What follows belongs to an exercise in optimizing a design on an open flow for small area, a short achievable clock period and few clock cycles; a production flow would make more cautious choices. Only simulation tests tie the RTL to the original design; equivalence was not proved. Power figures rest on the tool's default switching activity, not on a simulated workload.

==> flow/design.v (excerpt) <==
module segment_reassembly_engine (
    input  logic              i_clk,
    input  logic              i_rst_n,
    input  logic              i_cfg_we,
    input  logic [3:0]        i_cfg_data,
    input  logic              i_in_valid,
    output logic              o_in_ready,
    input  logic [8:0]        i_in_word,
    output logic              o_out_valid,
    input  logic              i_out_ready,
    output logic [57:0]       o_out_word
);
    logic        skid_v;
    logic [8:0]  skid_w;
    logic        h_valid, h_wv, h_bad;
    logic [7:0]  h_data;
    logic [25:0] h_addr;
    logic [3:0]  r_stream;
    logic [2:0]  hp;           
    logic        match;
    logic        acc_en;       
    logic        first;        
    logic        s_big;        
    logic [10:0] s;            
    logic [15:0] r_total;      
    logic [15:0] r_size;
    logic [3:0]  r_format;     
    logic        started;
    logic [10:0] count;        
    logic        r_complete;
    logic [15:0] rem;          
    logic [25:0] acc;
    logic        bad_r, eq0_r, eq1_r;
    logic [4:0]  hst;          
    logic [1:0]  rcnt;         
    logic        busy;
    logic [17:0] size3;        
    logic [17:0] m_r;          
    logic        m_neg;        
    logic        c_sh, c_id, c_cin;    
    logic [1023:0] ring;       
    logic [3:0]  ph;
    logic [3:0]  clr_cnt;
    logic        clr;
    logic        r_hit, r_hv;
    logic        pend_v;
    logic [1:0]  pend_hi;
    logic [8:0]  w;
    logic [7:0]  b;
  ...
Size: about 2700 cells after synthesis, about 1200 flip-flops, ~78 I/O pins.
export LEC_CHECK = 0
export CAP_MARGIN = 20
export CORE_MARGIN = 2
export CORE_UTILIZATION = 40
export CTS_CLUSTER_DIAMETER = 150
export CTS_CLUSTER_SIZE = 30
export SETUP_SLACK_MARGIN = 5
export SLEW_MARGIN = 20
create_clock -name core_clock -period 9.0 [get_ports {i_clk}]
standard.sh (not shown) runs the stock make flow with config.mk's settings and CLKGATE_MAP_FILE= SYNTH_SCRIPT=/design/flow/synth_recipe.tcl, a recipe that flattens the netlist after the stock synthesis.
==> flow/flow/run.sh <==
#!/bin/bash
# standard layout, with timing repair aiming at a larger setup margin
set -euo pipefail
bash standard.sh SETUP_SLACK_MARGIN=6.0 finish > standard_flow.log 2>&1
The baseline finished clean.
Testbench counts at the start, summed over its fixed seeds: cycles 102,196.
Edit:
--- a/flow/design.v
+++ b/flow/design.v
@@ -35,17 +35,18 @@
     input  logic [3:0]        i_cfg_data,
     input  logic              i_in_valid,
     output logic              o_in_ready,
     input  logic [8:0]        i_in_word,
     output logic              o_out_valid,
     input  logic              i_out_ready,
     output logic [57:0]       o_out_word
 );
-    logic        skid_v;
+    logic        skid_v;       
+    logic        in_rdy;       
     logic [8:0]  skid_w;
     logic        h_valid, h_wv, h_bad;
     logic [7:0]  h_data;
     logic [25:0] h_addr;
     logic [3:0]  r_stream;
     logic [2:0]  hp;           
     logic        match;
     logic        acc_en;       
@@ -72,38 +73,39 @@
     logic [3:0]  ph;
     logic [3:0]  clr_cnt;
     logic        clr;
     logic        r_hit, r_hv;
     logic        pend_v;
     logic [1:0]  pend_hi;
     logic [8:0]  w;
     logic [7:0]  b;
-    logic        fs, avail, go;
+    logic        fs, avail, go, blk;
     logic [2:0]  hp_n;
     logic        is_p1, is_p2, is_p3, is_p4, is_p5, is_p6, is_pay, wv;
     assign w      = skid_v ? skid_w : i_in_word;
     assign b      = w[8:1];
     assign fs     = w[0];
     assign hp_n   = fs ? 3'd0 : ((hp == 3'd7) ? 3'd7 : hp + 3'd1);
     assign is_p1  = !fs && match && (hp == 3'd0);
     assign is_p2  = !fs && match && (hp == 3'd1);
     assign is_p3  = !fs && match && (hp == 3'd2);
     assign is_p4  = !fs && match && (hp == 3'd3);
     assign is_p5  = !fs && match && (hp == 3'd4);
     assign is_p6  = !fs && match && (hp == 3'd5);
     assign is_pay = !fs && (hp[2:1] == 2'b11);
     assign wv     = is_pay && acc_en && (rem != 16'd0);
-    assign o_in_ready = !skid_v;
+    assign o_in_ready = in_rdy;
+    assign skid_v     = !in_rdy;
     assign avail      = skid_v | i_in_valid;
-    assign go         = !busy & avail & (!h_valid | i_out_ready) & !(pend_v & is_p2) &
-                        !(is_p6 & !r_hv);
+    assign blk        = busy | (match & (((hp == 3'd1) & pend_v) | ((hp == 3'd5) & !r_hv)));
+    assign go         = !blk & avail & (!h_valid | i_out_ready);
     always_ff @(posedge i_clk) begin
-        if (!i_rst_n) skid_v <= 1'b0;
-        else          skid_v <= avail & !go;
+        if (!i_rst_n) in_rdy <= 1'b1;
+        else          in_rdy <= !(avail & !go);
         if (!skid_v) skid_w <= i_in_word;
     end
     logic [10:0] cnt_base, cnt_inc;
     logic [15:0] tot_eff;
     logic        newseg, dup;
     assign cnt_base = started ? count : 11'd0;
     assign cnt_inc  = cnt_base + 11'd1;
     assign tot_eff  = started ? r_total : rem;
- die area rose by 0.75%
- non-clock buffer count came out lower by 18
- global-route usage stays flat
- clock-buffer cell count does not change
- sequential share of layout area came out higher by 0.23 points
- wire length is higher by about 0.65%
- via count came out higher by 2.8%
- total power barely changes
- cell area decreases by 0.31%
- clock skew went up by 0.0039 ns
- setup slack loses 0.0068 ns
- synthesized area rose by 0.76%
- combinational power fell by about 10%
Testbench counts after the change, summed over its fixed seeds: cycles 102,197.

========
The RTL this note starts from:
==> flow/design.v <==
package sre_pkg;
    localparam int MAX_SEGMENTS = 1024;
    localparam int HEADER_BYTES = 7;
    localparam int MAP_IDX_W = (MAX_SEGMENTS > 1) ? $clog2(MAX_SEGMENTS) : 1;
    localparam int COUNT_W   = $clog2(MAX_SEGMENTS + 1);
    localparam int POS_W     = 17;
    localparam int ADDR_W    = 26;
    localparam logic [POS_W-1:0] POS_MAX     = {POS_W{1'b1}};
    localparam logic [POS_W-1:0] POS_SEG_HI  = POS_W'(1);
    localparam logic [POS_W-1:0] POS_SEG_LO  = POS_W'(2);
    localparam logic [POS_W-1:0] POS_TOT_HI  = POS_W'(3);
    localparam logic [POS_W-1:0] POS_TOT_LO  = POS_W'(4);
    localparam logic [POS_W-1:0] POS_SIZE_HI = POS_W'(5);
    localparam logic [POS_W-1:0] POS_SIZE_LO = POS_W'(HEADER_BYTES - 1);
    localparam logic [POS_W-1:0] POS_PAYLOAD = POS_W'(HEADER_BYTES);
    typedef struct packed {
        logic [7:0] data_byte;
        logic       frame_start;
    } t_in_word;
    typedef struct packed {
        logic              write_valid;
        logic [ADDR_W-1:0] write_addr;
        logic [7:0]        write_data;
        logic              header_seen;
        logic [15:0]       total_segments;
        logic [3:0]        format_code;
        logic              complete;
        logic              bad_segment;
    } t_out_word;
endpackage
module segment_reassembly_engine (
    input  logic              i_clk,
    input  logic              i_rst_n,
    input  logic              i_cfg_we,
    input  logic [3:0]        i_cfg_data,
    input  logic              i_in_valid,
    output logic              o_in_ready,
    input  logic [8:0]        i_in_word,
    output logic              o_out_valid,
    input  logic              i_out_ready,
    output logic [57:0]       o_out_word
);
    logic       skid_v;
    logic [8:0] skid_w;
    logic [8:0] w;
    logic [7:0] b;
    logic       fs;
    logic       avail, go, busy;
    logic       h_valid;
    logic       is_p1, is_p2, is_p3, is_p4, is_p5, is_p6, is_pay;
    logic       pend_v;
    assign o_in_ready = !skid_v;
    assign avail      = skid_v | i_in_valid;
    assign go         = i_rst_n & !busy & avail & (!h_valid | i_out_ready) & !(pend_v & is_p2);
    assign w          = skid_v ? skid_w : i_in_word;
    assign b          = w[8:1];
    assign fs         = w[0];
    always_ff @(posedge i_clk) begin
        if (!i_rst_n) skid_v <= 1'b0;
        else          skid_v <= avail & !go;
        if (!skid_v) skid_w <= i_in_word;
    end
    logic [3:0]  r_stream;
    logic [2:0]  hp;           
    logic        match;
    logic        acc_en;       
    logic        first;        
    logic        s_big;        
    logic [10:0] s;            
    logic [15:0] r_total;
    logic [15:0] r_size;
    logic [3:0]  r_format;
    logic        started;
    logic [10:0] count;
    logic        r_complete;
    logic [15:0] rem;
    logic [25:0] acc;
    logic [2:0]  hp_n;
    assign hp_n   = fs ? 3'd0 : ((hp == 3'd7) ? 3'd7 : hp + 3'd1);
    assign is_p1  = !fs && match && (hp == 3'd0);
    assign is_p2  = !fs && match && (hp == 3'd1);
    assign is_p3  = !fs && match && (hp == 3'd2);
    assign is_p4  = !fs && match && (hp == 3'd3);
    assign is_p5  = !fs && match && (hp == 3'd4);
    assign is_p6  = !fs && match && (hp == 3'd5);
    assign is_pay = !fs && (hp[2:1] == 2'b11);
    logic        bad_c;
    logic [10:0] cnt_base;
    logic        eq0, eq1;
    logic        rem_nz;
    assign bad_c    = s_big || (s == 11'd0) || (s > 11'd1024) ||
                      ({5'd0, s} > r_total);
    assign cnt_base = started ? count : 11'd0;
    assign eq0      = ({5'd0, cnt_base} == r_total);
    assign eq1      = ({5'd0, cnt_base} + 16'd1 == r_total);
    assign rem_nz   = (rem != 16'd0);
    logic [1023:0] ring;         
    logic [127:0]  taps0, taps4;
    logic [127:0]  set_r;
    logic [2:0]    ph;
    logic [2:0]    clr_cnt;
    logic          clr;
    logic          tapval;
    logic          r_hit, r_hv;
    logic [1:0]    pend_hi;
    logic          ph_now, set_now, pend_fire, set_fire, dup, newseg;
    logic [7:0]    row_sel;
    logic [15:0]   col_sel;
    assign clr = !i_rst_n || (clr_cnt != 3'd0);
    genvar gi;
    generate
        for (gi = 0; gi < 128; gi++) begin : g_ring
            assign taps0[gi] = ring[8*gi];
            assign taps4[gi] = ring[8*gi+4];
            assign set_r[gi] = row_sel[gi/16] & col_sel[gi%16];
            always_ff @(posedge i_clk) begin
                ring[8*gi+7 -: 8] <= {(ring[8*gi] & !clr) | set_r[gi], ring[8*gi+7 -: 7]};
            end
        end
    endgenerate
    assign ph_now    = (ph[1:0] == s[8:7]);
    assign tapval    = ((ph[2] == s[9]) ? taps0[s[6:0]] : taps4[s[6:0]]) & !clr;
    assign dup       = r_hv ? r_hit : tapval;
    assign newseg    = !bad_c && !dup;
    assign set_now   = go && is_p6 && !bad_c && (ph == s[9:7]);
    assign pend_fire = pend_v && (ph == {pend_hi, s[7]});
    assign set_fire  = set_now || pend_fire;
    always_comb begin
        row_sel = '0;
        col_sel = '0;
        row_sel[s[6:4]] = set_fire;
        col_sel[s[3:0]] = 1'b1;
    end
    always_ff @(posedge i_clk) begin
        if (!i_rst_n) begin
            ph      <= 3'd0;
            clr_cnt <= 3'd7;
            pend_v  <= 1'b0;
        end else begin
            ph <= ph + 3'd1;
            if (clr_cnt != 3'd0) clr_cnt <= clr_cnt - 3'd1;
            if (go && is_p6 && !bad_c && (ph != s[9:7])) begin
                pend_v  <= 1'b1;
                pend_hi <= s[9:8];
            end else if (pend_fire) begin
                pend_v  <= 1'b0;
            end
        end
        if (go && is_p2) begin
            r_hv <= 1'b0;
        end else if (ph_now) begin
            r_hv  <= 1'b1;
            r_hit <= tapval;
        end
    end
    logic [2:0]  mstep;          
    logic        restart;        
    logic        mode0;
    logic [25:0] op_a, op_x, op_y, csa_s, csa_c, sum;
    logic        cin;
    logic [1:0]  dig;
    assign mode0 = restart || (match && hp == 3'd1);
    always_comb begin
        case (mstep)
            3'd1:    dig = s[7:6];
            3'd2:    dig = s[5:4];
            3'd3:    dig = s[3:2];
            default: dig = s[1:0];
        endcase
        cin = 1'b0;
        if (mode0) begin
            op_a = s[10] ? {8'd0, r_size, 2'd0} : 26'd0;
            op_x = s[9]  ? {9'd0, r_size, 1'd0} : 26'd0;
            op_y = s[8]  ? {10'd0, r_size}      : 26'd0;
        end else if (mstep != 3'd0) begin
            op_a = {acc[23:0], 2'd0};
            op_x = dig[1] ? {9'd0, r_size, 1'd0} : 26'd0;
            op_y = dig[0] ? {10'd0, r_size}      : 26'd0;
        end else begin
            op_a = acc;
            op_x = first ? {10'h3ff, ~r_size} : 26'd0;
            op_y = 26'd0;
            cin  = 1'b1;
        end
        csa_s = op_a ^ op_x ^ op_y;
        csa_c = {(op_a[24:0] & op_x[24:0]) | (op_a[24:0] & op_y[24:0]) |
                 (op_x[24:0] & op_y[24:0]), 1'b0};
        sum   = csa_s + csa_c + {25'd0, cin};
    end
    logic       h_wv, h_bad;
    logic [7:0] h_data;
    always_ff @(posedge i_clk) begin
        if (!i_rst_n) begin
            r_stream   <= 4'd1;
            hp         <= 3'd0;
            match      <= 1'b0;
            acc_en     <= 1'b0;
            first      <= 1'b0;
            started    <= 1'b0;
            count      <= 11'd0;
            r_complete <= 1'b0;
            mstep      <= 3'd0;
            restart    <= 1'b0;
            busy       <= 1'b0;
            h_valid    <= 1'b0;
        end else begin
            if (i_cfg_we) r_stream <= i_cfg_data;
            h_valid <= go | (h_valid & !i_out_ready);
            if (mode0) begin
                if (restart || (go && is_p2)) begin
                    acc     <= sum;
                    mstep   <= 3'd1;
                    restart <= 1'b0;
                end else if (mstep != 3'd0) begin
                    mstep <= (mstep == 3'd4) ? 3'd0 : mstep + 3'd1;
                end
            end else if (mstep != 3'd0) begin
                acc   <= sum;
                mstep <= (mstep == 3'd4) ? 3'd0 : mstep + 3'd1;
                if (mstep == 3'd4) busy <= 1'b0;
            end else if (go && is_pay) begin
                acc <= sum;
            end
            if (go) begin
                hp <= hp_n;
                if (fs) begin
                    match  <= (b[7:4] == r_stream);
                    acc_en <= 1'b0;
                    first  <= 1'b0;
                    if ((b[7:4] == r_stream) && !started) r_format <= b[3:0];
                end
                if (is_p1) begin
                    s_big    <= (b[7:3] != 5'd0) || (b[2] && (b[1:0] != 2'd0));
                    s[10:8]  <= b[2:0];
                end
                if (is_p2) s[7:0] <= b;
                if (is_p3 && !started) r_total[15:8] <= b;
                if (is_p4 && !started) r_total[7:0]  <= b;
                if (is_p5 && !started) r_size[15:8]  <= b;
                if (is_p6) begin
                    if (!started) begin
                        r_size[7:0] <= b;
                        started     <= 1'b1;
                        restart     <= 1'b1;
                        busy        <= 1'b1;
                        rem         <= {r_size[15:8], b};
                    end else begin
                        rem         <= r_size;
                    end
                    acc_en     <= newseg;
                    first      <= newseg;
                    count      <= cnt_base + {10'd0, newseg};
                    r_complete <= newseg ? eq1 : eq0;
                end
                if (is_pay && acc_en && rem_nz) begin
                    rem   <= rem - 16'd1;
                    first <= 1'b0;
                end
                h_wv   <= is_pay && acc_en && rem_nz;
                h_data <= (is_pay && acc_en && rem_nz) ? b : 8'd0;
                h_bad  <= is_p6 && bad_c;
            end
        end
    end
    assign o_out_valid = h_valid;
    assign o_out_word  = {h_wv,
                          acc & {26{h_wv}},
                          h_data,
                          started,
                          r_total & {16{started}},
                          r_format & {4{started}},
                          r_complete,
                          h_bad};
endmodule
Settings: LEC_CHECK=0, CAP_MARGIN=20, CORE_MARGIN=2, CORE_UTILIZATION=40, SLEW_MARGIN=20; clock period 9.0 ns.
run.sh (not shown) runs the stock make flow with config.mk's settings and CLKGATE_MAP_FILE= SYNTH_SCRIPT=/design/flow/synth_recipe.tcl, a recipe that flattens the netlist after the stock synthesis.
Stock flow here: none of the scripts above is used.
Testbench counts at the start, summed over its fixed seeds: cycles 101,078.
Next try:
--- a/flow/design.v
+++ b/flow/design.v
@@ -48,9 +48,7 @@
     logic       avail, go, busy;
     logic       h_valid;
-    logic       is_p1, is_p2, is_p3, is_p4, is_p5, is_p6, is_pay;
-    logic       pend_v;
     assign o_in_ready = !skid_v;
     assign avail      = skid_v | i_in_valid;
-    assign go         = i_rst_n & !busy & avail & (!h_valid | i_out_ready) & !(pend_v & is_p2);
+    assign go         = i_rst_n & !busy & avail & (!h_valid | i_out_ready);
     assign w          = skid_v ? skid_w : i_in_word;
     assign b          = w[8:1];
@@ -77,4 +75,5 @@
     logic [25:0] acc;
     logic [2:0]  hp_n;
+    logic        is_p1, is_p2, is_p3, is_p4, is_p5, is_p6, is_pay;
     assign hp_n   = fs ? 3'd0 : ((hp == 3'd7) ? 3'd7 : hp + 3'd1);
     assign is_p1  = !fs && match && (hp == 3'd0);
@@ -96,49 +95,48 @@
     assign rem_nz   = (rem != 16'd0);
     logic [1023:0] ring;         
-    logic [127:0]  taps0, taps4;
-    logic [127:0]  set_r;
-    logic [2:0]    ph;
-    logic [2:0]    clr_cnt;
+    logic [255:0]  taps;
+    logic [255:0]  set_r;
+    logic [1:0]    ph;
+    logic [1:0]    clr_cnt;
     logic          clr;
-    logic          tapval;
+    logic          tapmux;
     logic          r_hit, r_hv;
+    logic          pend_v;
     logic [1:0]    pend_hi;
     logic          ph_now, set_now, pend_fire, set_fire, dup, newseg;
-    logic [7:0]    row_sel;
-    logic [15:0]   col_sel;
-    assign clr = !i_rst_n || (clr_cnt != 3'd0);
+    logic [15:0]   row_sel, col_sel;
+    assign clr = !i_rst_n || (clr_cnt != 2'd0);
     genvar gi;
     generate
-        for (gi = 0; gi < 128; gi++) begin : g_ring
-            assign taps0[gi] = ring[8*gi];
-            assign taps4[gi] = ring[8*gi+4];
+        for (gi = 0; gi < 256; gi++) begin : g_ring
+            assign taps[gi]  = ring[4*gi];
             assign set_r[gi] = row_sel[gi/16] & col_sel[gi%16];
             always_ff @(posedge i_clk) begin
-                ring[8*gi+7 -: 8] <= {(ring[8*gi] & !clr) | set_r[gi], ring[8*gi+7 -: 7]};
+                ring[4*gi+3 -: 4] <= {(ring[4*gi] & !clr) | set_r[gi], ring[4*gi+3 -: 3]};
             end
         end
     endgenerate
-    assign ph_now    = (ph[1:0] == s[8:7]);
-    assign tapval    = ((ph[2] == s[9]) ? taps0[s[6:0]] : taps4[s[6:0]]) & !clr;
-    assign dup       = r_hv ? r_hit : tapval;
+    assign tapmux    = taps[s[7:0]];
+    assign ph_now    = (ph == s[9:8]);
+    assign dup       = r_hv ? r_hit : tapmux;
     assign newseg    = !bad_c && !dup;
-    assign set_now   = go && is_p6 && !bad_c && (ph == s[9:7]);
-    assign pend_fire = pend_v && (ph == {pend_hi, s[7]});
+    assign set_now   = go && is_p6 && !bad_c && ph_now;
+    assign pend_fire = pend_v && (ph == pend_hi);
     assign set_fire  = set_now || pend_fire;
     always_comb begin
         row_sel = '0;
         col_sel = '0;
-        row_sel[s[6:4]] = set_fire;
+        row_sel[s[7:4]] = set_fire;
         col_sel[s[3:0]] = 1'b1;
     end
     always_ff @(posedge i_clk) begin
         if (!i_rst_n) begin
-            ph      <= 3'd0;
-            clr_cnt <= 3'd7;
+            ph      <= 2'd0;
+            clr_cnt <= 2'd3;
             pend_v  <= 1'b0;
         end else begin
-            ph <= ph + 3'd1;
-            if (clr_cnt != 3'd0) clr_cnt <= clr_cnt - 3'd1;
-            if (go && is_p6 && !bad_c && (ph != s[9:7])) begin
+            ph <= ph + 2'd1;
+            if (clr_cnt != 2'd0) clr_cnt <= clr_cnt - 2'd1;
+            if (go && is_p6 && !bad_c && !ph_now) begin
                 pend_v  <= 1'b1;
                 pend_hi <= s[9:8];
@@ -151,5 +149,5 @@
         end else if (ph_now) begin
             r_hv  <= 1'b1;
-            r_hit <= tapval;
+            r_hit <= tapmux;
         end
     end
Outcome: Wire length rose by about 7%. Count of clock-buffer cells in the layout rose by 5. Global-route usage rose by 0.60 points. Die area rose by about 3%. Via count rose by about 4.7%. Worst setup slack loses 0.060 ns. Cell area rose by 2.8%. Sequential cell count fell by 2.
Testbench counts after the change, summed over its fixed seeds: cycles 101,035.

-- static timing again, ports no longer ideal --
No port has a modelled driver above. Below, the same layouts with a new extraction and two added sets of constraints. Step 1 (the two cells are an assumption about what drives the block):
set clk [get_ports {i_clk}]
set_driving_cell -lib_cell sky130_fd_sc_hd__clkbuf_16 $clk
set_driving_cell -lib_cell sky130_fd_sc_hd__buf_2 [delete_from_list [all_inputs] $clk]
Step 2, shift: input delay + t, output delay - t, t = (earliest + latest rising clock arrival at the registers) / 2. This alone moves slack from input paths to output paths. a / b / c = ideal / step 1 / step 2; a / b = the first two.
run | t, ns | slack for setup (ns) | worst setup path at the end | latest minus earliest clock arrival (ns) | slew at the worst register clock pin (ns)
the first run of note 1 | 0.696 | 5.924 / 5.866 / 5.235 | input to register | 0.047 / 0.047 | 0.12 / 0.12
the second run of note 1 | 0.701 | 5.917 / 5.853 / 5.329 | input to register | 0.056 / 0.056 | 0.12 / 0.12
the first run of note 2 | 0.724 | 2.812 / 2.812 / 2.812 | register to register | 0.077 / 0.076 | 0.07 / 0.07
the second run of note 2 | 0.726 | 2.752 / 2.752 / 2.752 | register to register | 0.054 / 0.054 | 0.07 / 0.07
After both steps every run listed still meets setup and hold. The setup slack of the first run of note 1, which loses most, moves by -0.058 ns with the drivers and by -0.689 ns with both steps.
